This design comes from an exercise in tuning for small area and a short achievable clock period on the open sky130 flow, not from production work. At most, simulation tests tie the RTL to the original design; equivalence was not proved. Power figures rest on the tool's default switching activity, not on a simulated workload.

// multi_channel_snooper
module multi_channel_snooper
#(
    parameter int NUM_CH      = 4,
    parameter int TDATA_WIDTH = 512,
    parameter int TKEEP_WIDTH = TDATA_WIDTH / 8,
    parameter int CNT_WIDTH   = 20
) (
    input  logic                          clk,
    input  logic                          areset,
    input  logic [NUM_CH*TKEEP_WIDTH-1:0] mon_TKEEP,
    input  logic [NUM_CH-1:0]             mon_TVALID,
    input  logic [NUM_CH-1:0]             mon_TREADY,
    input  logic [NUM_CH-1:0]             mon_TLAST,
    input  logic [NUM_CH-1:0]             ch_enable,
    input  logic                          measure,
    output logic [63:0]                   report_TDATA,
    output logic [7:0]                    report_TKEEP,
    output logic                          report_TVALID,
    input  logic                          report_TREADY,
    output logic                          report_TLAST,
    output logic                          busy,
    output logic [NUM_CH*CNT_WIDTH-1:0]   pkt_size,
    output logic [NUM_CH-1:0]             pkt_size_valid,
    output logic                          measure_sync_out
);
    localparam int NUM_WORDS = 1 + snoop_pkg::WORDS_PER_CH * NUM_CH;
    localparam int IDX_W     = $clog2(NUM_WORDS);
    localparam logic [CNT_WIDTH-1:0] ONES = '1;
    snoop_pkg::state_t    state;
    logic                 clear;
    logic                 in_measure;
    logic [NUM_CH-1:0]    beat;
    logic [IDX_W-1:0]     idx;
    logic [IDX_W-1:0]     nidx;
    logic                 at_last;
    logic                 next_word;
    logic [CNT_WIDTH-1:0] word;
    logic [CNT_WIDTH-1:0] cyc_data;
    logic [CNT_WIDTH-1:0] flits    [NUM_CH];
    logic [CNT_WIDTH-1:0] pkts     [NUM_CH];
  ...
Size in the first run: about 550 flip-flops, roughly 440 I/O pins.
clock: 14.0 ns
lec_check: 0
cap_margin: 20
core_margin: 2
core_utilization: 40
slew_margin: 20
standard.sh (not shown) runs the stock make flow with config.mk's settings and CLKGATE_MAP_FILE= SYNTH_SCRIPT=/design/flow/synth_recipe.tcl, a recipe that flattens the netlist after the stock synthesis.
==> flow/flow/run.sh <==
#!/bin/bash
# Layout flow: the standard layout (standard synthesis unchanged), with the port buffers
# made from a small buffer instead of the resizer's default delay cell, timing repair aiming
# for a setup slack of 8 ns at the design's clock, and a leaner clock tree. Every tool's
# output goes to a log file in this folder; ORFS keeps its per-step logs under orfs/logs/.
set -euo pipefail
bash standard.sh synth > synth.log 2>&1
bash standard.sh "BUFFER_PORTS_ARGS=-buffer_cell sky130_fd_sc_hd__buf_1" SETUP_SLACK_MARGIN=8.9 TNS_END_PERCENT=5 \
    "CTS_ARGS=-sink_clustering_enable -repair_clock_nets -dont_use_dummy_load -sink_clustering_size 24 -sink_clustering_max_diameter 120" finish > layout.log 2>&1
Next try:
--- a/flow/flow/run.sh
+++ b/flow/flow/run.sh
@@ -6,4 +6,4 @@
 set -euo pipefail
 bash standard.sh synth > synth.log 2>&1
-bash standard.sh "BUFFER_PORTS_ARGS=-buffer_cell sky130_fd_sc_hd__buf_1" SETUP_SLACK_MARGIN=8.9 TNS_END_PERCENT=5 \
+bash standard.sh "BUFFER_PORTS_ARGS=-buffer_cell sky130_fd_sc_hd__buf_1" SETUP_SLACK_MARGIN=8.3 \
     "CTS_ARGS=-sink_clustering_enable -repair_clock_nets -dont_use_dummy_load -sink_clustering_size 24 -sink_clustering_max_diameter 120" finish > layout.log 2>&1
=> Core utilization goes up by 0.51 points. Global-route usage falls by 0.11 points. Synthesized cell count stays the same. Total power rose by 3.7%. Clock skew shrinks by 0.013 ns. Synthesized area is unchanged. Routed wire length rises by 1.3%. Hold slack gets better by 0.0098 ns. Final area climbs by 1.1%.
No functional check of the RTL was part of any run of this note.


multi_channel_snooper, a different RTL version from the one above (not shown whole).
Size: about 570 flip-flops, about 440 I/O pins, about 33000 sq um of cells after synthesis.
clock: 14.0 ns
lec_check: 0
cap_margin: 20
core_margin: 2
core_utilization: 40
slew_margin: 20
==> flow/flow/run.sh <==
#!/bin/bash
# Layout flow: the standard layout (standard synthesis unchanged), with the port buffers
# made from a small buffer instead of the resizer's default delay cell, timing repair aiming
# for a setup slack of 8 ns at the design's clock, and a leaner clock tree. Every tool's
# output goes to a log file in this folder; ORFS keeps its per-step logs under orfs/logs/.
set -euo pipefail
bash standard.sh synth > synth.log 2>&1
bash standard.sh "BUFFER_PORTS_ARGS=-buffer_cell sky130_fd_sc_hd__buf_1" SETUP_SLACK_MARGIN=8 \
    "CTS_ARGS=-sink_clustering_enable -repair_clock_nets -dont_use_dummy_load -sink_clustering_size 24 -sink_clustering_max_diameter 120" finish > layout.log 2>&1
Rerun with:
==> flow/flow/run.sh (replaced) <==
#!/bin/bash
# Layout flow: the standard layout (standard synthesis unchanged), with the port buffers
# made from a small buffer instead of the resizer's default delay cell, and timing repair
# aiming for a setup slack of 9 ns at the design's clock. Every tool's output goes to a log
# file in this folder; ORFS keeps its per-step logs under orfs/logs/.
set -euo pipefail
bash standard.sh synth > synth.log 2>&1
bash standard.sh "BUFFER_PORTS_ARGS=-buffer_cell sky130_fd_sc_hd__buf_1" SETUP_SLACK_MARGIN=9 finish > layout.log 2>&1
Effect:
- count of clock-buffer cells in the layout rises by 70
- design area is higher by 14%
- non-clock buffer count goes up by 236
- critical path depth is unchanged
- clock skew is lower by 0.016 ns
- global-route usage goes up by 1.9 points
- worst hold slack gets worse by 0.013 ns
- total power went up by 25%
- cell count goes up by 7.1%
- via count went up by 7.6%
Rerun with:
==> flow/flow/run.sh (replaced) <==
#!/bin/bash
# Layout flow: the standard layout (standard synthesis unchanged), with the port buffers
# made from a small, fast buffer instead of the resizer's default delay cell. Every tool's
# output goes to a log file in this folder; ORFS keeps its per-step logs under orfs/logs/.
set -euo pipefail
bash standard.sh synth > synth.log 2>&1
bash standard.sh "BUFFER_PORTS_ARGS=-buffer_cell sky130_fd_sc_hd__buf_1" finish > layout.log 2>&1
Effect:
- power came out lower by about 6%
- fmax is lower by 4.0%
- cell area decreases by about 11%
- combinational power shrinks by about 17%
- sequential power is about the same
- non-clock buffer count shrinks by 284
- synthesized cell count stays the same
- clock power hardly moves
- sequential cell count is unchanged
- area after synthesis does not change
- worst hold slack gains 0.0080 ns
Rerun with:
==> flow/flow/run.sh (replaced) <==
#!/bin/bash
# Layout flow: the standard layout (standard synthesis unchanged), with the port buffers
# made from a small buffer instead of the resizer's default delay cell, timing repair aiming
# for a setup slack of 8 ns at the design's clock, and a leaner clock tree. Every tool's
# output goes to a log file in this folder; ORFS keeps its per-step logs under orfs/logs/.
set -euo pipefail
bash standard.sh synth > synth.log 2>&1
bash standard.sh "BUFFER_PORTS_ARGS=-buffer_cell sky130_fd_sc_hd__buf_1" SETUP_SLACK_MARGIN=8 \
    "CTS_ARGS=-sink_clustering_enable -repair_clock_nets -dont_use_dummy_load" finish > layout.log 2>&1
=>
- wire length rises by 1.0%
- critical path depth rose by 4
- non-clock buffer count came out higher by 37
- worst setup slack gets better by 0.20 ns
- utilization came out higher by 0.46 points
- first-iteration DRC count increases by 19%
- power went down by 3.7%
- global-route usage goes up by 0.22 points
- count of clock-buffer cells in the layout drops by 24
- cell area came out higher by 0.99%
- synthesized area does not change
Rerun with:
==> flow/run.sh (new file) <==
#!/bin/bash
# synth_recipe.tcl (not shown) runs the flow's synth.tcl, then flattens the netlist and writes it again
# the make line also repeats each setting of config.mk as NAME=value (left out here)
make -C /OpenROAD-flow-scripts/flow DESIGN_CONFIG=/design/flow/config.mk WORK_HOME=/design/flow/orfs CLKGATE_MAP_FILE= SYNTH_SCRIPT=/design/flow/synth_recipe.tcl finish
removed: flow/flow/run.sh
removed: flow/standard.sh
Effect: Non-clock buffer count shrinks by 42; sequential share of layout area drops by 1.6 points; final area rises by 4.9%; synthesized area does not change; synthesized cell count stays the same; worst setup slack is worse by 0.71 ns; maximum frequency decreases by 10%; utilization rose by 2.3 points.
Rerun with:
==> flow/flow/run.sh (new file) <==
#!/bin/bash
# Layout flow: the standard layout (standard synthesis unchanged), with the port buffers
# made from a small buffer instead of the resizer's default delay cell, and timing repair
# aiming for a setup slack of 8 ns at the design's clock. Every tool's output goes to a log
# file in this folder; ORFS keeps its per-step logs under orfs/logs/.
set -euo pipefail
bash standard.sh synth > synth.log 2>&1
bash standard.sh "BUFFER_PORTS_ARGS=-buffer_cell sky130_fd_sc_hd__buf_1" SETUP_SLACK_MARGIN=8 finish > layout.log 2>&1
==> flow/standard.sh (new file) <==
#!/bin/bash
# synth_recipe.tcl (not shown) runs the flow's synth.tcl, then flattens the netlist and writes it again
# the make line also repeats each setting of config.mk as NAME=value (left out here)
make -C /OpenROAD-flow-scripts/flow DESIGN_CONFIG=/design/flow/config.mk WORK_HOME=/design/flow/orfs CLKGATE_MAP_FILE= SYNTH_SCRIPT=/design/flow/synth_recipe.tcl "${@:-finish}"
removed: flow/run.sh
The changed run ran to the end with no violations.
Final area drops by 3.1%.
Clock-buffer cell count rose by 7.
Total power climbs by about 2.2%.
Combinational power hardly moves.
Synthesized cell count does not change.
Core utilization goes down by 1.5 points.
Wire length falls by 0.31%.

afterwards: timing with drivers on the ports:
In the flow no input, the clock included, has a driving cell. The finished layouts below were timed again as built, in two steps. Step 1: set_driving_cell puts a clkbuf_16 on clk and a buf_2 on each other input, an assumption about the parent block. Step 2, shift: input delay + t, output delay - t, t = (earliest + latest rising clock arrival at the registers) / 2. This alone moves slack from input paths to output paths. a / b / c = no drivers / after step 1 / after step 2; a / b = the first two.
| run | t (ns) | setup slack, ns | worst setup path after step 2 | clock arrival spread, ns | worst data-port slew with drivers (ns) |
|---|---|---|---|---|---|
| the first run of note 1 | 0.644 | 8.240 / 8.179 / 7.735 | input to register | 0.044 / 0.044 | 0.07 |
| the second run of note 1 | 0.655 | 8.262 / 8.201 / 7.743 | input to register | 0.034 / 0.035 | 0.06 |
| the first run of note 2 | 0.681 | 7.669 / 7.700 / 7.019 | input to register | 0.054 / 0.054 | 0.09 |
| the second run of note 2 | 0.681 | 7.681 / 7.710 / 7.029 | input to register | 0.042 / 0.042 | 0.05 |
| the third run of note 2 | 0.672 | 7.415 / 7.347 / 6.909 | input to register | 0.051 / 0.050 | 0.05 |
| the fourth run of note 2 | 0.670 | 7.615 / 7.648 / 6.978 | input to register | 0.062 / 0.062 | 0.10 |
| the fifth run of note 2 | 0.706 | 6.904 / 6.836 / 6.569 | input to register | 0.036 / 0.035 | 0.06 |
| the sixth run of note 2 | 0.689 | 7.644 / 7.676 / 6.987 | input to register | 0.042 / 0.042 | 0.09 |
After both steps every run listed still meets setup and hold. For the sixth run of note 2, which loses most, drivers alone change the setup slack by +0.032 ns; drivers and shift together by -0.657 ns.
